Context: an optimization exercise on an open-source flow, tuned for small area, a short achievable clock period and few clock cycles per item. The choices shown serve that exercise and are no tape-out recipe.
Function was checked by simulation only, so behaviour that the tests miss may differ from the original.

==> flow/design.v (outline; a module is shown in full before it is edited, if it fits) <==
// module rga_csa_mul: 784 lines
// module rga_add31: 372 lines
// module rational_arith_gcd_reduce_top: 340 lines
module rational_arith_gcd_reduce_top (
  input  logic               clk,
  input  logic               rst,
  input  logic               operands_valid,
  output logic               operands_ready,
  input  logic [1:0]         operands_command,
  input  logic signed [15:0] operands_left_num,
  input  logic        [14:0] operands_left_den,
  input  logic signed [15:0] operands_right_num,
  input  logic        [14:0] operands_right_den,
  output logic               result_valid,
  input  logic               result_ready,
  output logic signed [31:0] result_result_num,
  output logic        [30:0] result_result_den,
  output logic               result_status
);
  // ...
==> flow/run.sh <==
#!/bin/bash
# synth_recipe.tcl (not shown) runs the flow's synth.tcl, then flattens the netlist and writes it again
# the make line also repeats each setting of config.mk as NAME=value (left out here)
make -C /OpenROAD-flow-scripts/flow DESIGN_CONFIG=/design/flow/config.mk WORK_HOME=/design/flow/orfs CLKGATE_MAP_FILE= SYNTH_SCRIPT=/design/flow/synth_recipe.tcl finish
==> flow/config.mk <==
export PLATFORM = sky130hd
export DESIGN_NAME = rational_arith_gcd_reduce_top
export DESIGN_NICKNAME = rational_arith_gcd_reduce_top
export VERILOG_FILES = /design/flow/design.v
export SDC_FILE = /design/flow/constraint.sdc
export NUM_CORES = 4
export LEC_CHECK = 0
export CAP_MARGIN = 20
export CORE_MARGIN = 2
export CORE_UTILIZATION = 55
export PLACE_DENSITY = 0.65
export SETUP_SLACK_MARGIN = 5
export SLEW_MARGIN = 20
==> flow/constraint.sdc <==
create_clock -name core_clock -period 9.0 [get_ports {clk}]
set_input_delay 1.8000 -clock core_clock [delete_from_list [all_inputs] [get_ports {clk}]]
set_output_delay 1.8000 -clock core_clock [all_outputs]
set_load 0.01 [all_outputs]
==> results.cfg, run 1 <==
[outcome]
status = no timing/DRC/antenna violations

[synth]
yosysWarnings = 1
synthesis.nets = 4594
post_synth_most_frequent_cells = 511 x nor2_1, 440 x a21oi_1, 387 x nand2_1
synth-edff-count = 101
synth_top_area_frac = 0.142
syn_inst = 4243

[drt]
wl_met1_um = 46300
routed.top_layer = met4
dr.pass1.iters = 9
drcViolationCount = 0
route.vias.total = 32900

[timing]
tns_ns = 0
whs_ns = 0.464
worstMarginPinSlew_ns = 1.07
hold_viol = 0
slew_violations = 0

[cells_and_area]
n_sequential_cell = 330
final_cell_mix = 489 x nor2_1, 433 x a21oi_1, 372 x nand2_1
antenna_cells = 1
largestClassByArea = multi-input gates
seq_share = 0.207
areaGrowthSynthToFinish_pct = 14.1
final.clkbuf_count = 58
num-nonclk-buffers = 272
bufAreaShareNonClock = 0.0727
nNetsFinal = 4560

[die]
core.rowCount = 88
die_w_um = 246
start_util = 0.558

[setup_path]
rrSetupSlack_ns = 5.06
critPathRequiredTime_ns = 9.41
arrival_ns = 4.34

[cts]
clk_latency_ns = 0.58
cts.clk_slew.worst_paths_ns = 0.07
cts_made_buffers = 40
cts.sinks = 330

[place]
dp_cells = 4858
Testbench counts, summed over its fixed seeds: cycles 37,240, items 2,400.
==> module rational_arith_gcd_reduce_top, before the edit <==
module rational_arith_gcd_reduce_top (
  input  logic               clk,
  input  logic               rst,
  input  logic               operands_valid,
  output logic               operands_ready,
  input  logic [1:0]         operands_command,
  input  logic signed [15:0] operands_left_num,
  input  logic        [14:0] operands_left_den,
  input  logic signed [15:0] operands_right_num,
  input  logic        [14:0] operands_right_den,
  output logic               result_valid,
  input  logic               result_ready,
  output logic signed [31:0] result_result_num,
  output logic        [30:0] result_result_den,
  output logic               result_status
);
  localparam int K = 4;
  typedef enum logic [2:0] {
    S_IDLE, S_M0, S_M1, S_M2, S_M3, S_GCD, S_OUT
  } state_t;
  state_t state;
  state_t state_n;
  logic   pending;     
  logic   pending_n;
  logic   p1;          
  logic   p1_n;
  logic [1:0]  cmd;
  logic [14:0] bd;
  logic [14:0] mo;
  logic        mos;
  logic        an;
  logic        cn;
  logic fl_md;    
  logic fl_an;    
  logic fl_s2;    
  logic [30:0]        u;
  logic [30:0]        v;
  logic signed [31:0] a0;
  logic [29:0]        a1;
  logic signed [31:0] b0;
  logic [29:0]        b1;
  logic               status;
  logic in_m1;
  logic in_m2;
  logic in_m3;
  logic in_gcd;
  logic in_out;
  logic ready_q;
  logic take;
  assign operands_ready = ready_q;
  assign take = operands_valid && ready_q;
  logic [31:0] s1;     
  logic [30:0] dm;     
  logic [30:0] dmag;   
  logic        gt;     
  logic        u_zero;
  logic        uv_eq;
  assign s1 = {1'b0, u} - {1'b0, v};
  assign gt = !s1[31];
  always_comb begin
    logic [31:0] m;
    m = {1'b0, u ^ v};
    for (int s = 1; s < 32; s = s * 2) m = m | (m << s);
    dm    = m[29:0] << 1;
    uv_eq = !m[30];
  end
  assign dmag   = s1[30:0] ^ (gt ? 31'd0 : dm);
  assign u_zero = (u == '0);
  function automatic logic [2:0] tz(input logic [K-1:0] x);
    tz = 3'(K);
    for (int i = K - 1; i >= 0; i--) begin
      if (x[i]) tz = 3'(i);
    end
  endfunction
  logic st_both_even;
  logic st_swap;
  logic st_vstrip;
  logic st_sub;
  assign st_both_even = !u[0] && !v[0];
  assign st_swap      = !u[0] && v[0];
  assign st_vstrip    = u[0] && !v[0];
  assign st_sub       = u[0] && v[0];
  logic [1:0] ks;   
  always_comb begin
    if (st_sub) begin
      ks = 2'(tz(s1[K-1:0]) - 3'd1);
    end else if (st_vstrip) begin
      ks = 2'(tz(v[K-1:0]) - 3'd1);
    end else if (st_swap) begin
      ks = 2'(tz(u[K-1:0]) - 3'd1);
    end else begin
      ks = 2'(tz(u[K-1:0] | v[K-1:0]) - 3'd1);
    end
  end
  logic [30:0]        vsrc;
  logic signed [31:0] bsrc0;
  logic [29:0]        bsrc1;
  logic [30:0]        v_step;
  logic signed [31:0] b0_step;
  logic [29:0]        b1_step;
  logic [30:0]        u_step;
  always_comb begin
    if (st_sub) begin
      vsrc  = dmag;
      bsrc0 = gt ? a0 : b0;
      bsrc1 = gt ? a1 : b1;
      u_step = gt ? v : u;
    end else if (st_swap) begin
      vsrc  = u;
      bsrc0 = a0;
      bsrc1 = a1;
      u_step = v;
    end else begin
      vsrc  = v;
      bsrc0 = b0;
      bsrc1 = b1;
      u_step = st_both_even ? ((u >> 1) >> ks) : u;
    end
  end
  assign v_step  = (vsrc >> 1) >> ks;
  assign b0_step = (bsrc0 <<< 1) <<< ks;
  assign b1_step = (bsrc1 << 1) << ks;
  logic gcd_done;
  assign gcd_done = uv_eq;
  logic den_zero;
  logic n_zero;
  logic early;
  assign den_zero = ((ps ^ pc) == 31'((ps | pc) << 1));
  assign n_zero   = in_m2 ? u_zero : (same ? (u_zero && uv_eq) : uv_eq);
  assign early    = den_zero || n_zero;
  always_comb begin
    state_n   = state;
    pending_n = pending;
    p1_n      = p1;
    unique case (state)
      S_IDLE: if (take) state_n = S_M0;
      S_M0:   state_n = S_M1;
      S_M1: begin
        if (take) pending_n = 1'b1;
        state_n = S_M2;
      end
      S_M2: begin
        if (take) pending_n = 1'b1;
        p1_n    = pending;
        state_n = !fl_md ? S_M3 : early ? S_OUT : S_GCD;
      end
      S_M3: begin
        if (take) pending_n = 1'b1;
        p1_n    = pending;
        state_n = early ? S_OUT : S_GCD;
      end
      S_GCD: begin
        if (take) pending_n = 1'b1;
        p1_n = pending;
        if (gcd_done) state_n = S_OUT;
      end
      S_OUT: begin
        if (pending && p1) begin
          if (result_ready) begin
            state_n   = S_M2;
            pending_n = 1'b0;
            p1_n      = 1'b0;
          end
        end else if (pending) begin
          p1_n = 1'b1;
          if (result_ready) begin
            state_n   = S_M1;
            pending_n = 1'b0;
            p1_n      = 1'b0;
          end
        end else begin
          if (take) pending_n = 1'b1;
          if (result_ready) begin
            state_n   = take ? S_M0 : S_IDLE;
            pending_n = 1'b0;
          end
        end
      end
      default: state_n = S_IDLE;
    endcase
  end
  logic iss2_n;
  logic iss3_n;
  assign iss2_n = (state_n == S_M1) || (state_n == S_OUT && pending_n && p1_n);
  assign iss3_n = (state_n == S_M2);
  logic [15:0] mx;
  logic [14:0] my;
  logic        mys;
  logic [30:0] csa_s;
  logic [30:0] csa_c;
  logic [30:0] ps;
  logic [30:0] pc;
  logic [30:0] prod;
  rga_csa_mul u_mul (
    .x  (mx),
    .y  (my),
    .sy (mys),
    .s (csa_s),
    .c (csa_c)
  );
  rga_add31 u_add_p (
    .a   (ps),
    .b   (pc),
    .cin (1'b0),
    .s   (prod)
  );
  logic signed [31:0] ab0;
  logic [29:0]        ab1;
  assign ab0 = a0 + b0;
  assign ab1 = a1 + b1;
  logic        s2sgn;
  logic        same;
  logic [30:0] nmag;
  logic        nneg;
  assign s2sgn = fl_s2;
  assign same  = (fl_an == fl_s2);
  always_comb begin
    if (same) begin
      nmag = ab0[30:0];
      nneg = fl_an;
    end else begin
      nmag = dmag;
      nneg = gt ? fl_an : s2sgn;
    end
  end
  logic m1done;
  logic first_in;
  assign first_in = in_m1 || (in_out && pending && p1 && !m1done);
  logic [1:0] cmd_n;
  assign cmd_n = take ? operands_command : cmd;
  always_ff @(posedge clk) begin
    if (rst) begin
      state   <= S_IDLE;
      pending <= 1'b0;
      p1      <= 1'b0;
      m1done  <= 1'b0;
      in_m1   <= 1'b0;
      in_m2   <= 1'b0;
      in_m3   <= 1'b0;
      in_gcd  <= 1'b0;
      in_out  <= 1'b0;
      ready_q <= 1'b0;
    end else begin
      state   <= state_n;
      pending <= pending_n;
      p1      <= p1_n;
      m1done  <= (state_n == S_OUT) && (m1done || first_in);
      in_m1   <= (state_n == S_M1);
      in_m2   <= (state_n == S_M2);
      in_m3   <= (state_n == S_M3);
      in_gcd  <= (state_n == S_GCD);
      in_out  <= (state_n == S_OUT);
      ready_q <= !pending_n && (state_n == S_IDLE || state_n == S_GCD || state_n == S_OUT ||
                                state_n == S_M2 || state_n == S_M3 ||
                                (state_n == S_M1 && cmd_n[1]));
    end
  end
  always_ff @(posedge clk) begin
    if (take) begin
      cmd <= operands_command;
      mx  <= operands_left_num[15] ? 16'(-operands_left_num) : 16'(operands_left_num);
      if (operands_command == 2'd2) begin
        my  <= operands_right_num[14:0] ^ {15{operands_right_num[15]}};
        mys <= operands_right_num[15];
        mo  <= operands_right_den;
        mos <= 1'b0;
      end else begin
        my  <= operands_right_den;
        mys <= 1'b0;
        mo  <= operands_right_num[14:0] ^ {15{operands_right_num[15]}};
        mos <= operands_right_num[15];
      end
      an  <= operands_left_num[15];
      cn  <= operands_right_num[15];
      bd  <= operands_left_den;
    end else if ((iss2_n && !(in_m1 || (in_out && pending && p1))) || iss3_n) begin
      mx  <= {1'b0, bd};
      my  <= mo;
      mys <= mos;
      mo  <= my;
      mos <= mys;
    end
    ps <= csa_s;
    pc <= csa_c;
    if (first_in) begin
      fl_md <= cmd[1];
      fl_an <= cmd[1] ? (an ^ cn) : an;
      fl_s2 <= cn ^ (cmd == 2'd1);
    end
    if (first_in) begin
      u  <= prod;
      b0 <= 32'(prod);
    end
    if (in_m2) begin
      v <= prod;
      if (!fl_md) begin
        a0 <= 32'(prod);
      end else begin
        a0     <= early ? 32'sd0 : fl_an ? -32'sd1 : 32'sd1;
        a1     <= early ? 30'd1 : 30'd0;
        b0     <= '0;
        b1     <= 30'd1;
        status <= den_zero;
      end
    end
    if (in_m3) begin
      u      <= nmag;
      v      <= prod;
      a0     <= early ? 32'sd0 : nneg ? -32'sd1 : 32'sd1;
      a1     <= early ? 30'd1 : 30'd0;
      b0     <= '0;
      b1     <= 30'd1;
      status <= den_zero;
    end
    if (in_gcd) begin
      if (uv_eq) begin
        a0 <= ab0;
        a1 <= ab1;
      end else begin
        u <= u_step;
        v <= v_step;
        if (!st_both_even) begin
          b0 <= b0_step;
          b1 <= b1_step;
        end
        if (st_sub) begin
          a0 <= ab0;
          a1 <= ab1;
        end else if (st_swap) begin
          a0 <= b0;
          a1 <= b1;
        end
      end
    end
  end
  assign result_valid      = in_out;
  assign result_result_num = a0;
  assign result_result_den = {1'b0, a1};
  assign result_status     = status;
endmodule
==> inputs of run 2 (changes only) <==
--- a/flow/design.v
+++ b/flow/design.v
@@ -1261,3 +1261,3 @@
     end else begin
-      ks = 2'(tz(u[K-1:0] | v[K-1:0]) - 3'd1);
+      ks = 2'd0;
     end
@@ -1286,3 +1286,3 @@
       bsrc1 = b1;
-      u_step = st_both_even ? ((u >> 1) >> ks) : u;
+      u_step = st_both_even ? (u >> 1) : u;
     end
==> run 2 against run 1 <==
Compared with the run above: maximum frequency shrank 1.4%; sequential share of layout area grew 0.41 points; register-to-register slack lost 0.06 ns; global-route usage shrank 0.66 points; first-iteration DRC count grew 0.31%; final area shrank 2.0%; die area shrank 2.3%.
==> results.cfg, run 2 <==
[timing]
hold_viol = 0
layout_setup_ws_ns = 5.01
setup_viol = 0
grt_setup_unrepaired = yes
fin_crit_ns = 3.99
skew_ns = 0.0354
final.period_utilization = 0.444
fmax_mhz = 250
slew_violations = 0
relSlewSlack = 0.197
worstMarginPinSlew_ns = 1.20
tns_ns = 0

[synth]
synth_cell_types = 93
synth_area_um2 = 31500
async_flop_share = 0
synth_compound_area_frac = 0.286
synth-xor-area-share = 0.0482
synth_top_area_frac = 0.145
synth_top_family_by_area = compound AO/OA/AOI/OAI gates
synth_ff_type = dfxtp_1
synth_simple_gate_area_frac = 0.159
yosysTopAreaCell = dfxtp_1
syn_inst = 4058
yosysSeqAreaShare = 0.242
synth-edff-count = 101
post_synth.cell_area_avg_um2 = 7.77
yosysWarnings = 1
synth_fa_ha_area_frac = 0.136
yosysMostFrequentCell = nand2_1
ys_ff_latch = 330
muxShareOfSynthArea = 0.0601
synthesis.nets = 4406
post_synth_most_frequent_cells = 428 x nand2_1, 404 x nor2_1, 321 x a21oi_1, 321 x o21ai_0, 265 x clkbuf_1
ys_top_cells_by_area = dfxtp_1 15%, edfxtp_1 9.6%, ha_1 6.9%

[die]
core-area_um2 = 56500
die_height_um = 243
ioPinCount = 134
die-area_um2 = 59300
die_w_um = 243
core.rowCount = 87
start_util = 0.558

[cts]
tritoncts = yes
clk_latency_ns = 0.57
hold_buffers = 0
cts.sinks = 330
cts-root-buf = clkbuf_16
cts_made_buffers = 39
cts_max_level = 2
cts.path.max_buffers = 3
cts.clk_slew.worst_paths_ns = 0.06

[setup_path]
start_kind = flop
arrival_ns = 4.44
critPathCaptureType = flop
critPathRequiredTime_ns = 9.44
worst-path-max-fanout = 49
cp_slowest_stage_delay_ns = 0.63
critPathKind = reg -> reg
crit_top_cell = buf_4
cp_slowest_cell = or4_4
path_cells = ha_2, and4b_2, nand2_1, or4_4, nor4_4, buf_4, buf_4, nor2_4, buf_8, a21boi_4, buf_12, o21ai_0, o211ai_1, a21oi_1, a311oi_1

[outcome]
status = no timing/DRC/antenna violations

[cells_and_area]
drive_gt1_frac = 0.101
final_cell_mix = 416 x nand2_1, 386 x nor2_1, 311 x o21ai_0
layout_commonest_cell = nand2_1
nFillCells = 4820
nNetsFinal = 4385
reg_top3 = a0: 32 flops, b0: 32 flops
areaGrowthSynthToFinish_pct = 14.6
fin_cells = 4824

[place]
numPortBuffers = 132
dp_cells = 4683
gp_congestion = 0.971
place_ws_ns = 4.01
dp_hpwl_um = 79500

[drt]
routedWlPerCell_um = 23.5
route.vias.total = 32200
avgViaCountPerCell = 6.67
drtIter0Drc = 3587
drcViolationCount = 0
dr.pass1.iters = 8
ant_nets = 0
routed_wirelength_um = 114000

[global_route]
met2_usage = 0.605
grt_pass1_wl_um = 174000
grt_pass1_vias = 30300
grt_overflow = 0
met1_usage = 0.459
met3_usage = 0.0631
grt_use_total = 0.369
top_usage_layer = met2
grt_max_degree = 80
antenna_found_initial = 0

[min_path]
hold_path.class = reg -> reg

[flow_run]
drv_cap = 0
-- run 2: cell types whose count changed in the layout (fill, tap and decap cells not counted), moves of 15 or more --
| cell | previous run | this run |
|---|---|---|
| o211ai_1 | 43 | 28 |
| o311ai_0 | 21 | 3 |
| nand2_1 | 372 | 416 |
| nor2_1 | 489 | 386 |
| a21oi_1 | 433 | 309 |
| mux2i_1 | 128 | 146 |
| xnor2_1 | 86 | 69 |
| or3_1 | 39 | 19 |
-- run 2: area by class of cell --
class                   count  area (um2)  share of cell area
diodes                      1        2.50           0.0000692
repair buffers            260        2580              0.0714
clock inverters            12         110             0.00305
well taps                 756         946              0.0262
repair inverters            1        5.00            0.000138
inverters                 240         912              0.0252
flip-flops and latches    330        7620               0.211
clock buffers              59        1250              0.0346
multi-input cells        3165       22700               0.628
-- run 2: critical path: cells and delay by family, from the launching register on --
kind / cells / cell delay [ns]
AOI/OAI and AO/OA: 5 / 0.83
DFF: 1 / 0.50
adders and majority gates: 1 / 0.43
and+or+nand+nor: 5 / 1.29
buffers and inverters: 4 / 0.76
-- run 2: per-stage QoR --
stage / hold WS, ns / instance area [um2] / utilization
after detailed placement: 0.456 / 33200 / 0.587
after global routing: 0.505 / 36100 / 0.640
after global placement: 0.455 / 33200 / 0.587
after floorplan: 0.408 / 31600 / -
after CTS: 0.466 / 35400 / 0.626
final: 0.463 / 36100 / 0.640
-- run 2: path summary, 6_finish.rpt --
kind | from | cells after the start | end | slack, ns
hold reg to reg | m1done | 2 | m1done | 0.46
setup reg to reg | u[3] | 15 | a0[30] | 5.01
setup / recovery | u[3] | 15 | a0[30] | 5.01
hold / removal | m1done | 2 | m1done | 0.46
-- run 2: logic make-up after synthesis --
family | Yosys count
multiplexers | 171
AND/OR/NAND/NOR | 1142
flip-flops | 330
other | 1
AO/OA/AOI/OAI | 1395
adder cells (fa/ha/maj) | 280
XOR/XNOR | 172
buffers and inverters | 567
-- run 2: repair_timing --
item / 4_1_cts / 5_1_grt
gates cloned: 7 / 1
endpoints found under the setup margin: 285 / 250
resized for setup: 109 / 120
pin swaps: 20 / 28
buffers inserted: 31 / 29
-- run 2: layer usage --
metal / wire [um] / part of all wire / vias up
met3: 9820 / 0.087 / 386
met1: 44400 / 0.39 / 15400
li1: - / - / 14700
met4: 6650 / 0.059 / 0
met5: 0 / 0 / -
met2: 52600 / 0.46 / 1771
Testbench counts of run 2, summed over its fixed seeds: cycles 38,964, items 2,400.
==> inputs of run 3 (changes only) <==
--- a/flow/design.v
+++ b/flow/design.v
@@ -1261,3 +1261,3 @@
     end else begin
-      ks = 2'd0;
+      ks = 2'(tz(u[K-1:0] | v[K-1:0]) - 3'd1);
     end
@@ -1286,3 +1286,3 @@
       bsrc1 = b1;
-      u_step = st_both_even ? (u >> 1) : u;
+      u_step = st_both_even ? ((u >> 1) >> ks) : u;
     end
--- a/flow/config.mk
+++ b/flow/config.mk
@@ -9,4 +9,4 @@
 export CORE_MARGIN = 2
-export CORE_UTILIZATION = 55
-export PLACE_DENSITY = 0.65
+export CORE_UTILIZATION = 48
+export PLACE_DENSITY = 0.6
 export SETUP_SLACK_MARGIN = 5
==> run 3 against run 2 <==
Compared with the run above: still clean on timing, DRC and antenna; first-iteration DRC count is 1.8% lower; wire length rose by 6.8%; register-to-register slack improved by 0.03 ns.
==> results.cfg, run 3 <==
[setup_path]
arrival_ns = 4.27
critPathKind = reg -> reg
r2r_start = u[0]
critPathRequiredTime_ns = 9.30
worstSetupStartpoint = u[0]
path_cells = inv_2, ha_4, clkinv_8, fa_2, nor2b_4, o311a_4, o2111a_1, nor3_4, a21boi_4, nor2_2, o31ai_2, xor2_2, mux2_2, a21oi_1, o21ai_0
cp_slowest_cell = edfxtp_1
critPathCaptureType = flop
cp_slowest_stage_delay_ns = 0.43
start_kind = flop
worst-path-max-fanout = 8

[drt]
routed_wirelength_um = 121000
drtIter0Drc = 3522
routedWlPerCell_um = 23.7
drcViolationCount = 0
avgViaCountPerCell = 6.42
dr.pass1.iters = 8
route.vias.total = 32900
ant_nets = 0

[synth]
ys_ff_latch = 330
ys_top_cells_by_area = dfxtp_1 14%, edfxtp_1 9.4%, ha_1 6.9%
synth_area_um2 = 32300
synth_cell_types = 112
yosysSeqAreaShare = 0.236
synth-edff-count = 101
yosysTopAreaCell = dfxtp_1
synth_top_area_frac = 0.142
synth_ff_type = dfxtp_1
yosysMostFrequentCell = nor2_1
syn_inst = 4243
synthesis.nets = 4594
post_synth.cell_area_avg_um2 = 7.62
post_synth_most_frequent_cells = 511 x nor2_1, 440 x a21oi_1, 387 x nand2_1
async_flop_share = 0
yosysWarnings = 1

[cts]
cts-root-buf = clkbuf_16
tritoncts = yes
cts_max_level = 2
cts.path.max_buffers = 3
cts_made_buffers = 42
cts.sinks = 330
clk_latency_ns = 0.60
cts.clk_slew.worst_paths_ns = 0.06

[timing]
fin_crit_ns = 3.97
whs_ns = 0.464
worstMarginPinSlew_ns = 1.26
fmax_mhz = 252
hold_viol = 0
setup_viol = 0
final.period_utilization = 0.441
grt_setup_unrepaired = yes
skew_ns = 0.0564
relSlewSlack = 0.159
tns_ns = 0
slew_violations = 0

[place]
numPortBuffers = 132
dp_hpwl_um = 83300
postPlaceCellArea_um2 = 34000
gp_congestion = 0.963

[die]
core.rowCount = 95
ioPinCount = 134
die_w_um = 263
die_height_um = 263
die-area_um2 = 69400
core-area_um2 = 66900
start_util = 0.483

[outcome]
status = no timing/DRC/antenna violations

[global_route]
grt_use_total = 0.336
antenna_found_initial = 2
grt_pass1_vias = 29900
grt_overflow = 0
grt_pass1_wl_um = 183000
grt_max_degree = 100

[min_path]
hold_path.class = reg -> reg
hold_start = m1done

[cells_and_area]
layout_commonest_cell = nor2_1
nNetsFinal = 4564
antenna_cells = 0
drive_gt1_frac = 0.106
final_cell_mix = 488 x nor2_1, 427 x a21oi_1, 374 x nand2_1
final_area_um2 = 37100
reg_top3 = a0: 32 flops, b0: 32 flops
nFillCells = 6358
areaGrowthSynthToFinish_pct = 14.7

[flow_run]
drv_cap = 0
## run 3: timing repair
action	4_1_cts	5_1_grt
setup buffers	33	26
cloned	8	3
hold buffers	0	0
endpoints found under the setup margin	287	252
pin swaps	16	29
resized for setup	109	124
## run 3: cells by family (layout without fill, tap and decap cells)
group           after synthesis  in the layout  share of synthesized area
xor+xnor                    185            185                     0.0504
other cells                   1              1                   0.000116
flops                       330            330                      0.236
compound gates             1496           1496                      0.294
fa+ha+maj                   283            283                      0.134
simple gates               1211           1214                      0.164
buf+inv                     585            585                     0.0716
mux                         152            153                     0.0500
## run 3: final cells by class
cell class                      instances  area, um2  share of cell area
Timing Repair inverter                  2       13.8            0.000371
Tap cell                              873       1090              0.0295
Sequential cell                       330       7620               0.206
Clock inverter                         19        180             0.00486
Clock buffer                           59       1240              0.0334
Inverter                              236        902              0.0243
Timing Repair Buffer                  269       2690              0.0727
Multi-Input combinational cell       3332      23300               0.629
## run 3: through the flow
step                      cells  setup slack (ns)  utilization
final                      5120              5.03        0.554
after CTS                  5090              4.95        0.542
after global routing       5120              4.88        0.554
after floorplan            4243              5.02            -
after global placement     4970              2.84        0.508
after detailed placement   4971              2.71        0.508
## run 3: final timing paths
path              endpoint  slack (ns)  cells past startpoint
setup / recovery     u[18]        5.03                     15
hold / removal      m1done        0.46                      1
setup reg to reg     u[18]        5.03                     15
hold reg to reg     m1done        0.46                      1
## run 3: critical path: cells and delay by family (launching register included)
kind | cells | cell delay, ns
AO/OA/AOI/OAI | 6 | 1.51
XOR/XNOR | 1 | 0.19
adder cells (fa/ha/maj) | 2 | 0.64
buffers and inverters | 2 | 0.20
flip-flops | 1 | 0.43
multiplexers | 1 | 0.29
AND/OR/NAND/NOR | 3 | 0.39
## run 3: metal layers
layer | track usage | part of all wire
met5 | 0 | 0.00011
met4 | 0.187 | 0.065
met3 | 0.0514 | 0.092
met2 | 0.528 | 0.45
met1 | 0.443 | 0.40
Testbench counts of run 3, summed over its fixed seeds: cycles 37,240, items 2,400.
==> inputs of run 4 (changes only) <==
--- a/flow/config.mk
+++ b/flow/config.mk
@@ -7,7 +7,7 @@
 export LEC_CHECK = 0
-export CAP_MARGIN = 20
+export CAP_MARGIN = 10
 export CORE_MARGIN = 2
-export CORE_UTILIZATION = 48
-export PLACE_DENSITY = 0.6
+export CORE_UTILIZATION = 55
+export PLACE_DENSITY = 0.65
 export SETUP_SLACK_MARGIN = 5
-export SLEW_MARGIN = 20
+export SLEW_MARGIN = 10
==> run 4 against run 3 <==
Compared with the run above: utilization grew 8.1 points; worst setup slack gained 0.013 ns; still clean; area after synthesis is the same; clock skew shrank 0.016 ns; sequential share of layout area grew 0.16 points; via count shrank 0.14%.
==> results.cfg, run 4 <==
[cts]
clk_latency_ns = 0.58
cts.clk_slew.worst_paths_ns = 0.06
cts-root-buf = clkbuf_16
cts.sinks = 330
cts.path.max_buffers = 3
cts_made_buffers = 41
cts_max_level = 2
hold_buffers = 0
tritoncts = yes

[place]
place_ws_ns = 3.61
gp_congestion = 0.951
dp_hpwl_um = 81400
numPortBuffers = 132
dp_cells = 4856

[setup_path]
rr_worst_depth = 14
arrival_ns = 4.39
start_kind = flop
critPathCaptureType = flop
critPathKind = reg -> reg
worst-path-max-fanout = 7
critPathRequiredTime_ns = 9.44

[synth]
synth-edff-count = 101
yosysTopAreaCell = dfxtp_1
yosysSeqAreaShare = 0.236
synth_top_area_frac = 0.142
ys_top_cells_by_area = dfxtp_1 14%, edfxtp_1 9.4%, ha_1 6.9%
async_flop_share = 0
yosysMostFrequentCell = nor2_1
synth_area_um2 = 32300
synthesis.nets = 4594
synth_cell_types = 112
post_synth_most_frequent_cells = 511 x nor2_1, 440 x a21oi_1, 387 x nand2_1
yosysWarnings = 1
synth_ff_type = dfxtp_1
ys_ff_latch = 330
syn_inst = 4243
post_synth.cell_area_avg_um2 = 7.62

[drt]
drcViolationCount = 0
ant_nets = 0
dr.pass1.iters = 8
avgViaCountPerCell = 6.55
route.vias.total = 32800
routed_wirelength_um = 118000
drtIter0Drc = 3636
routedWlPerCell_um = 23.6

[flow_run]
drv_cap = 0

[global_route]
grt_max_degree = 100
grt_pass1_vias = 29900
antenna_found_initial = 0
grt_pass1_wl_um = 179000
grt_overflow = 0
grt_use_total = 0.380

[timing]
slew_violations = 0
skew_ns = 0.0407
fin_crit_ns = 3.95
relSlewSlack = 0.277
fmax_mhz = 253
final.period_utilization = 0.439
worstMarginPinSlew_ns = 1.08
grt_setup_unrepaired = yes
setup_viol = 0
tns_ns = 0
layout_setup_ws_ns = 5.05
hold_viol = 0

[cells_and_area]
reg_top3 = a0: 32 flops, b0: 32 flops
final_cell_mix = 489 x nor2_1, 433 x a21oi_1, 375 x nand2_1
register_area_um2 = 7620
fin_util = 0.635
multiInputGateArea_um2 = 23300
drive_gt1_frac = 0.101
layout_commonest_cell = nor2_1
nNetsFinal = 4567
areaGrowthSynthToFinish_pct = 13.8
nFillCells = 5327
fin_cells = 5015

[outcome]
status = no timing/DRC/antenna violations

[die]
die_w_um = 246
die_height_um = 246
start_util = 0.558
core.rowCount = 88
core-area_um2 = 57900
ioPinCount = 134
die-area_um2 = 60700

[min_path]
min_path_cells = 2
hold_path.class = reg -> reg
run 4: changes by cell type in the layout (fill, tap and decap cells not counted), moves of 3 or more:
| cell | before | now |
|---|---|---|
| buf_4 | 103 | 113 |
| a21oi_1 | 427 | 433 |
| a21oi_2 | 15 | 9 |
| buf_6 | 13 | 7 |
| clkinv_2 | 9 | 4 |
| nor2_4 | 11 | 16 |
| clkbuf_1 | 8 | 12 |
| ha_4 | 9 | 13 |
| clkbuf_16 | 46 | 43 |
| clkbuf_8 | 8 | 11 |
| ha_2 | 21 | 18 |
| nor2_2 | 18 | 15 |
| o21ai_0 | 314 | 317 |
run 4: metal layers:
layer / track usage / wire length [um] / up-vias
li1: - / - / 15200
met1: 0.496 / 46600 / 15300
met2: 0.601 / 52900 / 1867
met3: 0.0590 / 11100 / 413
met4: 0.207 / 7640 / 0
met5: 0 / 0 / -
run 4: path summary, 6_finish.rpt:
check                 to  slack, ns  startpoint
hold / removal    b1[22]       0.47      b1[22]
setup / recovery   a0[0]       5.05        u[3]
hold reg to reg   b1[22]       0.47      b1[22]
setup reg to reg   a0[0]       5.05        u[3]
run 4: logic make-up (layout without fill, tap and decap cells):
family | count (synthesis) | count (layout) | synth area share
and+or+nand+nor | 1211 | 1217 | 0.164
xor gates and xnor gates | 185 | 185 | 0.0504
muxes | 152 | 152 | 0.0500
buffers and inverters | 585 | 584 | 0.0716
AOI/OAI and AO/OA | 1496 | 1496 | 0.294
adders and majority gates | 283 | 283 | 0.134
DFF | 330 | 330 | 0.236
other | 1 | 3 | 0.000116
run 4: cell type report:
class,count,share of cell area
Inverter,236,0.0242
Clock inverter,14,0.00357
Timing Repair Buffer,272,0.0724
Clock buffer,61,0.0321
Tap cell,765,0.0260
Antenna cell,2,0.000136
Timing Repair inverter,1,0.000136
Multi-Input combinational cell,3334,0.634
Sequential cell,330,0.207
run 4: through the flow:
stage          instance area, um2  hold WS, ns
6_report                    36800        0.470
3_3_place_gp                33800        0.458
4_1_cts                     36000        0.471
5_1_grt                     36800        0.496
2_1_floorplan               32300        0.408
3_5_place_dp                33800        0.464
run 4: worst max-delay path, cell delays in order (launching register included):
cell and delay, ns:
edfxtp_1 0.43, inv_1 0.15, ha_2 0.36, nor4_4 0.38
nand4_2 0.23, nor3_2 0.27, and3_1 0.21, and2_4 0.26
nor2_1 0.10, o32ai_4 0.27, buf_4 0.20, buf_4 0.12
o21ai_0 0.30, a221oi_1 0.46, a21oi_1 0.07
run 4: what timing repair did:
action,4_1_cts,5_1_grt
cloned,9,2
pin swaps,18,19
setup buffers,40,31
gates resized for setup,103,115
endpoints found under the setup margin,296,251
==> inputs of run 5 (changes only) <==
--- a/flow/config.mk
+++ b/flow/config.mk
@@ -7,7 +7,8 @@
 export LEC_CHECK = 0
-export CAP_MARGIN = 10
+export CAP_MARGIN = 20
 export CORE_MARGIN = 2
 export CORE_UTILIZATION = 55
+export CTS_BUF_LIST = sky130_fd_sc_hd__clkbuf_4 sky130_fd_sc_hd__clkbuf_8
 export PLACE_DENSITY = 0.65
 export SETUP_SLACK_MARGIN = 5
-export SLEW_MARGIN = 10
+export SLEW_MARGIN = 20
==> run 5 against run 4 <==
Compared with the run above: wire length is 1.6% lower; register-to-register slack worse by 0.05 ns; utilization is 0.091 points lower; sequential cell count stayed put; synthesized cell count stayed put; critical path depth is 1 higher; final cell count is 0.48% higher; global-route usage is 0.61 points lower; maximum frequency is 1.2% lower.
==> results.cfg, run 5 <==
[setup_path]
worst-path-max-fanout = 7
cp_top_family = simple AND/OR/NAND/NOR gates
critPathKind = reg -> reg
crit_top_cell = buf_4
start_kind = flop
critPathCaptureType = flop
arrival_ns = 4.57
cp_slowest_stage_delay_ns = 0.48
cp_num_cells = 15
path_cells = inv_2, ha_2, nor4_4, nand4_4, nor3_4, and3_1, and2_4, nor2_1, o32ai_4, buf_4, buf_4, buf_4, o21ai_0, a221oi_2, a21oi_1
crit_buf_inv = 4
critPathRequiredTime_ns = 9.57
rr_worst_depth = 15
cp_slowest_cell = edfxtp_1

[timing]
hold_viol = 0
tns_ns = 0
slew_violations = 0
worstMarginPinSlew_ns = 1.10
fin_crit_ns = 4.00
grt_setup_unrepaired = yes
setup_viol = 0
whs_ns = 0.465
relSlewSlack = 0.267
final.period_utilization = 0.444
skew_ns = 0.0870
fmax_mhz = 250

[outcome]
status = no timing/DRC/antenna violations

[synth]
synthesis.nets = 4594
synth_ff_type = dfxtp_1
ys_ff_latch = 330
yosysTopAreaCell = dfxtp_1
synth-edff-count = 101
async_flop_share = 0
ys_top_cells_by_area = dfxtp_1 14%, edfxtp_1 9.4%, ha_1 6.9%
yosysWarnings = 1
yosysSeqAreaShare = 0.236
synth_cell_types = 112
post_synth.cell_area_avg_um2 = 7.62
synth_top_area_frac = 0.142
post_synth_most_frequent_cells = 511 x nor2_1, 440 x a21oi_1, 387 x nand2_1
syn_inst = 4243
synth_area_um2 = 32300
yosysMostFrequentCell = nor2_1

[cells_and_area]
reg_top3 = a0: 32 flops, b0: 32 flops
nNetsFinal = 4572
final_cell_mix = 491 x nor2_1, 432 x a21oi_1, 374 x nand2_1
nFillCells = 5264
drive_gt1_frac = 0.113
areaGrowthSynthToFinish_pct = 13.6
layout_commonest_cell = nor2_1

[die]
die_w_um = 246
die-area_um2 = 60700
core-area_um2 = 57900
die_height_um = 246
ioPinCount = 134
core.rowCount = 88
start_util = 0.558

[cts]
tritoncts = yes
cts_max_level = 2
cts-root-buf = clkbuf_8
cts.clk_slew.worst_paths_ns = 0.07
cts.path.max_buffers = 3
clk_latency_ns = 0.71
hold_buffers = 0
cts.sinks = 330
cts_made_buffers = 60

[global_route]
antenna_found_initial = 1
grt_pass1_vias = 30000
grt_overflow = 0
grt_pass1_wl_um = 177000
grt_max_degree = 100
grt_use_total = 0.374

[drt]
route.vias.total = 32800
drtIter0Drc = 3786
drcViolationCount = 0
ant_nets = 0
dr.pass1.iters = 6
routedWlPerCell_um = 23.1
avgViaCountPerCell = 6.51
routed_wirelength_um = 116000

[place]
numPortBuffers = 132
dp_hpwl_um = 81500
gp_congestion = 0.951

[flow_run]
drv_cap = 0

[min_path]
min_path_cells = 1
hold_path.class = reg -> reg
==> run 5: cell counts after synthesis <==
Identical to the previous run, type by type.
==> run 5: repair_timing <==
action / in CTS / in global routing
setup endpoints to repair: 298 / 262
pin swaps: 17 / 18
gates resized for setup: 93 / 129
buffers inserted: 34 / 27
cloned: 3 / 1
==> run 5: final cells by class <==
type | count | area (um2) | share of cell area
repair inverters | 1 | 5.00 | 0.000136
diodes | 1 | 2.50 | 0.0000682
well taps | 765 | 957 | 0.0261
inverters | 236 | 890 | 0.0242
clock inverters | 22 | 184 | 0.00501
flip-flops and latches | 330 | 7620 | 0.208
repair buffers | 264 | 2640 | 0.0718
multi-input cells | 3328 | 23200 | 0.633
clock buffers | 92 | 1170 | 0.0319
==> run 5: logic make-up after synthesis <==
kind of cell | count (synthesis) | share of synthesized area
adders and majority gates | 283 | 0.134
buffers and inverters | 585 | 0.0716
AOI/OAI and AO/OA | 1496 | 0.294
DFF | 330 | 0.236
muxes | 152 | 0.0500
and+or+nand+nor | 1211 | 0.164
xor gates and xnor gates | 185 | 0.0504
other | 1 | 0.000116
==> run 5: metal layers <==
metal	wire length (um)	track usage
met3	10800	0.0509
met1	46100	0.489
met4	7360	0.213
met5	0	0
met2	52000	0.592
==> run 5: path summary, 6_finish.rpt <==
check	from	endpoint	slack (ns)
worst max register to register	u[2]	a0[0]	5.00
worst min register to register	m1done	m1done	0.46
worst min-delay path	m1done	m1done	0.46
worst max-delay path	u[2]	a0[0]	5.00
==> run 5: through the flow <==
step | worst slack [ns] | cell area, um2 | std cells | util
2_1_floorplan | 5.02 | 32300 | 4243 | -
3_3_place_gp | 3.65 | 33800 | 4856 | 0.584
3_5_place_dp | 3.60 | 33800 | 4858 | 0.584
4_1_cts | 4.96 | 35900 | 5009 | 0.621
5_1_grt | 4.87 | 36700 | 5039 | 0.634
6_report | 5.00 | 36700 | 5039 | 0.634
==> inputs of run 6 (changes only) <==
--- a/flow/design.v
+++ b/flow/design.v
@@ -1186,3 +1186,4 @@
 );
-  localparam int K = 4;
+  localparam int K = 8;
+  localparam int KC = 4;
   typedef enum logic [2:0] {
@@ -1238,6 +1239,6 @@
   assign u_zero = (u == '0);
-  function automatic logic [2:0] tz(input logic [K-1:0] x);
-    tz = 3'(K);
+  function automatic logic [3:0] tz(input logic [K-1:0] x);
+    tz = 4'(K);
     for (int i = K - 1; i >= 0; i--) begin
-      if (x[i]) tz = 3'(i);
+      if (x[i]) tz = 4'(i);
     end
@@ -1252,12 +1253,14 @@
   assign st_sub       = u[0] && v[0];
-  logic [1:0] ks;   
+  logic [2:0] ks;   
+  logic [1:0] kc;   
+  assign kc = 2'(tz({{(K-KC){1'b1}}, u[KC-1:0] | v[KC-1:0]}) - 4'd1);
   always_comb begin
     if (st_sub) begin
-      ks = 2'(tz(s1[K-1:0]) - 3'd1);
+      ks = 3'(tz(s1[K-1:0]) - 4'd1);
     end else if (st_vstrip) begin
-      ks = 2'(tz(v[K-1:0]) - 3'd1);
+      ks = 3'(tz(v[K-1:0]) - 4'd1);
     end else if (st_swap) begin
-      ks = 2'(tz(u[K-1:0]) - 3'd1);
+      ks = 3'(tz(u[K-1:0]) - 4'd1);
     end else begin
-      ks = 2'(tz(u[K-1:0] | v[K-1:0]) - 3'd1);
+      ks = {1'b0, kc};
     end
@@ -1286,3 +1289,3 @@
       bsrc1 = b1;
-      u_step = st_both_even ? ((u >> 1) >> ks) : u;
+      u_step = st_both_even ? ((u >> 1) >> kc) : u;
     end
--- a/flow/config.mk
+++ b/flow/config.mk
@@ -7,8 +7,7 @@
 export LEC_CHECK = 0
-export CAP_MARGIN = 20
+export CAP_MARGIN = 10
 export CORE_MARGIN = 2
 export CORE_UTILIZATION = 55
-export CTS_BUF_LIST = sky130_fd_sc_hd__clkbuf_4 sky130_fd_sc_hd__clkbuf_8
 export PLACE_DENSITY = 0.65
 export SETUP_SLACK_MARGIN = 5
-export SLEW_MARGIN = 20
+export SLEW_MARGIN = 10
==> run 6 against run 5 <==
Compared with the run above: synthesized cell count rose by 3.3%; critical path depth shrank 1; clock skew shrank 0.048 ns; worst hold slack gained 0.034 ns; worst setup slack lost 0.12 ns; area after synthesis grew 3.1%; first-iteration DRC count unchanged.
==> results.cfg, run 6 <==
[outcome]
status = no timing/DRC/antenna violations

[cts]
tritoncts = yes
cts_max_level = 2
cts_made_buffers = 41
cts.clk_slew.worst_paths_ns = 0.06
clk_latency_ns = 0.59
cts-root-buf = clkbuf_16
cts.sinks = 330
cts.path.max_buffers = 3
hold_buffers = 0

[timing]
grt_setup_unrepaired = yes
skew_ns = 0.0391
worstMarginPinSlew_ns = 1.12
fin_crit_ns = 4.12
tns_ns = 0
fmax_mhz = 243
final.period_utilization = 0.458
relSlewSlack = 0.250
setup_viol = 0
hold_viol = 0
slew_violations = 0

[drt]
drcViolationCount = 0
routedWlPerCell_um = 24.7
route.vias.total = 35200
dr.pass1.iters = 7
drtIter0Drc = 3786
routed_wirelength_um = 131000
avgViaCountPerCell = 6.66
ant_nets = 0

[synth]
post_synth.cell_area_avg_um2 = 7.60
post_synth_most_frequent_cells = 477 x nor2_1, 448 x a21oi_1, 413 x nand2_1
synth_area_um2 = 33300
synthesis.nets = 4736
yosysSeqAreaShare = 0.229
ys_ff_latch = 330
syn_inst = 4382
yosysMostFrequentCell = nor2_1
synth-edff-count = 101
synth_top_area_frac = 0.138
synth_cell_types = 100
async_flop_share = 0
ys_top_cells_by_area = dfxtp_1 14%, edfxtp_1 9.1%, ha_1 6.8%
yosysTopAreaCell = dfxtp_1
yosysWarnings = 1
synth_ff_type = dfxtp_1

[setup_path]
start_kind = flop
worst-path-max-fanout = 6
critPathCaptureType = flop
critPathKind = reg -> reg
r2r_start = u[14]
arrival_ns = 4.57
rrSetupSlack_ns = 4.88
r2r-end = v[27]
worstSetupStartpoint = u[14]
rr_worst_depth = 14
critPathRequiredTime_ns = 9.45

[min_path]
hold_start = cmd[1]
hold_path.class = reg -> reg
hold_path_end = fl_md
min_path_cells = 0

[global_route]
met2_usage = 0.635
grt_max_degree = 100
antenna_found_initial = 1
met1_usage = 0.502
grt_use_total = 0.396
met3_usage = 0.0680
grt_pass1_vias = 32200
grt_overflow = 0
grt_pass1_wl_um = 194000
top_usage_layer = met2

[cells_and_area]
fin_cells = 5288
reg_top3 = a0: 32 flops, b0: 32 flops
nNetsFinal = 4827
final_cell_mix = 453 x nor2_1, 419 x a21oi_1, 398 x nand2_1
fin_util = 0.676
nFillCells = 5174
layout_commonest_cell = nor2_1
areaGrowthSynthToFinish_pct = 22.0
drive_gt1_frac = 0.159

[die]
ioPinCount = 134
core-area_um2 = 60100
start_util = 0.554
die_height_um = 250
die-area_um2 = 62500
core.rowCount = 90
die_w_um = 250

[place]
gp_congestion = 0.997
dp_cells = 5014
numPortBuffers = 132
dp_hpwl_um = 86100

[flow_run]
drv_cap = 0
==> run 6: changes by cell type after synthesis, sizes merged, moves of 21 or more <==
cell    delta
o21ai     +21
mux2i     +73
buf       -39
clkbuf    +59
a22oi     -47
nor2      -36
nand2     +26
==> run 6: what timing repair did <==
item	4_1_cts	5_1_grt
gates cloned	13	8
setup buffers	83	94
pin swaps	47	84
gates resized for setup	243	267
setup endpoints to repair	277	233
==> run 6: final cells by class <==
type	count	area [um2]	area share
clock inverters	22	236	0.00582
flip-flops and latches	330	7650	0.188
diodes	2	5.00	0.000123
repair buffers	412	4160	0.102
inverters	245	923	0.0227
multi-input cells	3442	25500	0.629
well taps	782	978	0.0241
repair inverters	1	5.00	0.000123
clock buffers	52	1120	0.0275
==> run 6: metrics by stage <==
stage | cell area [um2] | hold slack, ns | setup slack (ns)
floorplan | 33400 | 0.408 | 5.01
global placement | 35000 | 0.478 | 3.18
detailed placement | 35000 | 0.483 | 3.13
CTS | 38500 | 0.497 | 4.90
global route | 40600 | 0.519 | 4.75
finish | 40600 | 0.499 | 4.88
==> run 6: cells by family (layout without fill, tap and decap cells) <==
group,after synthesis,count (layout),share of synthesized area
flip-flops,330,330,0.229
AND/OR/NAND/NOR,1206,1207,0.159
buffers and inverters,614,732,0.0706
other,1,3,0.000113
adder cells (fa/ha/maj),294,294,0.134
XOR/XNOR,189,189,0.0501
AO/OA/AOI/OAI,1524,1527,0.289
multiplexers,224,224,0.0691
==> run 6: worst max-delay path by stage <==
stage	to	slack, ns	cells after the start
after CTS	b0[29]	4.90	16
after global routing	v[27]	4.75	19
after global placement	b0[29]	3.18	19
after floorplan	mo[0]	5.01	7
final	v[27]	4.88	14
after detailed placement	b0[29]	3.13	19
==> run 6: routing by layer <==
metal | part of all wire | vias to the layer above
li1 | - | 16000
met1 | 0.38 | 16600
met2 | 0.45 | 2059
met3 | 0.096 | 548
met4 | 0.072 | 0
met5 | 0 | -
==> run 6: worst max-delay path, cell delays in order, from the launching register on <==
cell      delay [ns]
edfxtp_1        0.55
ha_1            0.32
a21o_1          0.26
a32o_1          0.30
o41ai_1         0.32
buf_4           0.23
nand4_1         0.12
a31oi_1         0.27
o21ai_0         0.13
a31oi_1         0.32
xor2_2          0.32
nor2_1          0.07
or3_4           0.41
a32oi_2         0.23
o22ai_1         0.12
Testbench counts of run 6, summed over its fixed seeds: cycles 35,492, items 2,400.
==> inputs of run 7 (changes only) <==
--- a/flow/config.mk
+++ b/flow/config.mk
@@ -7,3 +7,3 @@
 export LEC_CHECK = 0
-export CAP_MARGIN = 10
+export CAP_MARGIN = 20
 export CORE_MARGIN = 2
@@ -12,2 +12,2 @@
 export SETUP_SLACK_MARGIN = 5
-export SLEW_MARGIN = 10
+export SLEW_MARGIN = 20
==> run 7 against run 6 <==
Compared with the run above: sequential cell count is the same; area after synthesis is the same; largest cell class unchanged; still clean; maximum frequency shrank 1.0%.
==> results.cfg, run 7 <==
[cells_and_area]
final_cell_mix = 452 x nor2_1, 419 x a21oi_1, 397 x nand2_1
nNetsFinal = 4825
layout_commonest_cell = nor2_1
areaGrowthSynthToFinish_pct = 22.2
reg_top3 = a0: 32 flops, b0: 32 flops
final_area_um2 = 40700
fin_util = 0.677
drive_gt1_frac = 0.162

[global_route]
grt_use_total = 0.396
grt_max_degree = 100
grt_pass1_wl_um = 194000
grt_pass1_vias = 32200
grt_overflow = 0
antenna_found_initial = 1

[synth]
synthesis.nets = 4736
async_flop_share = 0
synth_area_um2 = 33300
synth_cell_types = 100
post_synth.cell_area_avg_um2 = 7.60
ys_ff_latch = 330
ys_top_cells_by_area = dfxtp_1 14%, edfxtp_1 9.1%, ha_1 6.8%
syn_inst = 4382
post_synth_most_frequent_cells = 477 x nor2_1, 448 x a21oi_1, 413 x nand2_1
synth_top_area_frac = 0.138
synth_ff_type = dfxtp_1
yosysMostFrequentCell = nor2_1
yosysSeqAreaShare = 0.229
synth-edff-count = 101
yosysTopAreaCell = dfxtp_1
yosysWarnings = 1

[setup_path]
arrival_ns = 4.61
start_kind = flop
worst-path-max-fanout = 6
path_cells = ha_1, a21o_1, a32o_1, o41ai_1, buf_4, nand4_1, a31oi_1, o21ai_0, a31oi_1, xor2_2, nor2_1, or3_4, a32oi_2, o22ai_1
critPathRequiredTime_ns = 9.45
cp_slowest_stage_delay_ns = 0.56
critPathKind = reg -> reg
crit_top_cell = a31oi_1
worstSetupStartpoint = u[14]
r2r_start = u[14]
critPathCaptureType = flop
cp_slowest_cell = edfxtp_1

[drt]
routedWlPerCell_um = 24.7
drtIter0Drc = 4130
ant_nets = 0
dr.pass1.iters = 9
avgViaCountPerCell = 6.67
route.vias.total = 35300
drcViolationCount = 0
routed_wirelength_um = 130000

[cts]
cts_made_buffers = 41
cts.clk_slew.worst_paths_ns = 0.06
clk_latency_ns = 0.59
cts-root-buf = clkbuf_16
cts_max_level = 2
cts.sinks = 330
cts.path.max_buffers = 3
hold_buffers = 0
tritoncts = yes

[die]
core-area_um2 = 60100
start_util = 0.554
die_w_um = 250
die_height_um = 250
ioPinCount = 134
core.rowCount = 90
die-area_um2 = 62500

[timing]
slew_violations = 0
final.period_utilization = 0.463
tns_ns = 0
setup_viol = 0
skew_ns = 0.0388
fmax_mhz = 240
grt_setup_unrepaired = yes
relSlewSlack = 0.286
fin_crit_ns = 4.16
worstMarginPinSlew_ns = 1.07
hold_viol = 0

[place]
postPlaceCellArea_um2 = 35000
dp_hpwl_um = 86100
numPortBuffers = 132
gp_congestion = 0.997

[min_path]
hold_start = cmd[1]
hold_path.class = reg -> reg

[outcome]
status = no timing/DRC/antenna violations

[flow_run]
drv_cap = 0
[run 7: cell counts after synthesis]
No cell type changed its count.
[run 7: stage by stage]
stage / std cells / hold slack, ns / worst slack, ns
3_5_place_dp: 5014 / 0.483 / 3.13
5_1_grt: 5284 / 0.519 / 4.68
4_1_cts: 5184 / 0.497 / 4.90
2_1_floorplan: 4382 / 0.408 / 5.01
3_3_place_gp: 5014 / 0.478 / 3.18
6_report: 5285 / 0.501 / 4.84
[run 7: metal layers]
metal	vias up	track usage	part of all wire
met5	-	0	0
met4	0	0.232	0.072
met3	539	0.0680	0.097
met2	2099	0.635	0.45
met1	16600	0.502	0.38
li1	16000	-	-
[run 7: final cells by class]
class | instances | area [um2]
multi-input cells | 3442 | 25600
well taps | 782 | 978
repair inverters | 1 | 5.00
diodes | 1 | 2.50
repair buffers | 410 | 4160
flip-flops and latches | 330 | 7650
clock buffers | 52 | 1120
clock inverters | 22 | 236
fillers | 5134 | 19400
inverters | 245 | 923
[run 7: critical path: cells and delay by family, from the launching register on]
kind | cells | cell delay (ns)
AO/OA/AOI/OAI | 8 | 1.98
buffers and inverters | 1 | 0.23
adder cells (fa/ha/maj) | 1 | 0.33
flip-flops | 1 | 0.56
AND/OR/NAND/NOR | 3 | 0.60
XOR/XNOR | 1 | 0.31
[run 7: logic make-up (layout without fill, tap and decap cells)]
group	after synthesis	after routing	share of synthesized area
adder cells (fa/ha/maj)	294	294	0.134
AO/OA/AOI/OAI	1524	1527	0.289
other	1	2	0.000113
XOR/XNOR	189	189	0.0501
multiplexers	224	224	0.0691
flip-flops	330	330	0.229
buffers and inverters	614	730	0.0706
AND/OR/NAND/NOR	1206	1207	0.159
[run 7: final timing paths]
path | depth (start not counted) | endpoint | slack (ns)
worst max-delay path | 14 | v[27] | 4.84
worst min-delay path | 0 | fl_md | 0.50
worst max register to register | 14 | v[27] | 4.84
worst min register to register | 0 | fl_md | 0.50
[run 7: timing repair]
item,in CTS,in global routing
pin swaps,47,83
cloned,13,8
resized for setup,243,286
endpoints found under the hold margin,0,0
setup endpoints to repair,277,233
setup buffers,83,91

what the ideal ports hide:
In the flow no input, the clock included, has a driving cell. The finished layouts below were timed again as built, in two steps. Step 1 sets driving cells, clkbuf_16 on the clock port and buf_2 on the other inputs (assumed; they add their load-dependent delay and slew). Step 2 times the ports against the registers' clock, not the clock port: input delays grow and output delays shrink by t, the midpoint of the rising clock arrivals with the driver on. Slacks: no drivers / after step 1 / after step 2; pairs: no drivers / after step 1.
run	t, ns	setup WS [ns]	worst setup path after step 2
run 1	0.629	5.064 / 5.064 / 4.660	input to register
run 2	0.615	5.007 / 5.007 / 4.611	input to register
run 3	0.630	5.032 / 5.032 / 4.777	input to register
run 4	0.625	5.046 / 5.046 / 4.696	input to register
run 5	0.727	5.000 / 5.000 / 4.470	input to register
run 6	0.640	4.880 / 4.880 / 4.588	input to register
run 7	0.642	4.837 / 4.837 / 4.579	input to register
After both steps every run listed still meets setup and hold. The setup slack of run 5, which loses most, moves by 0.000 ns with the drivers and by -0.530 ns with both steps.
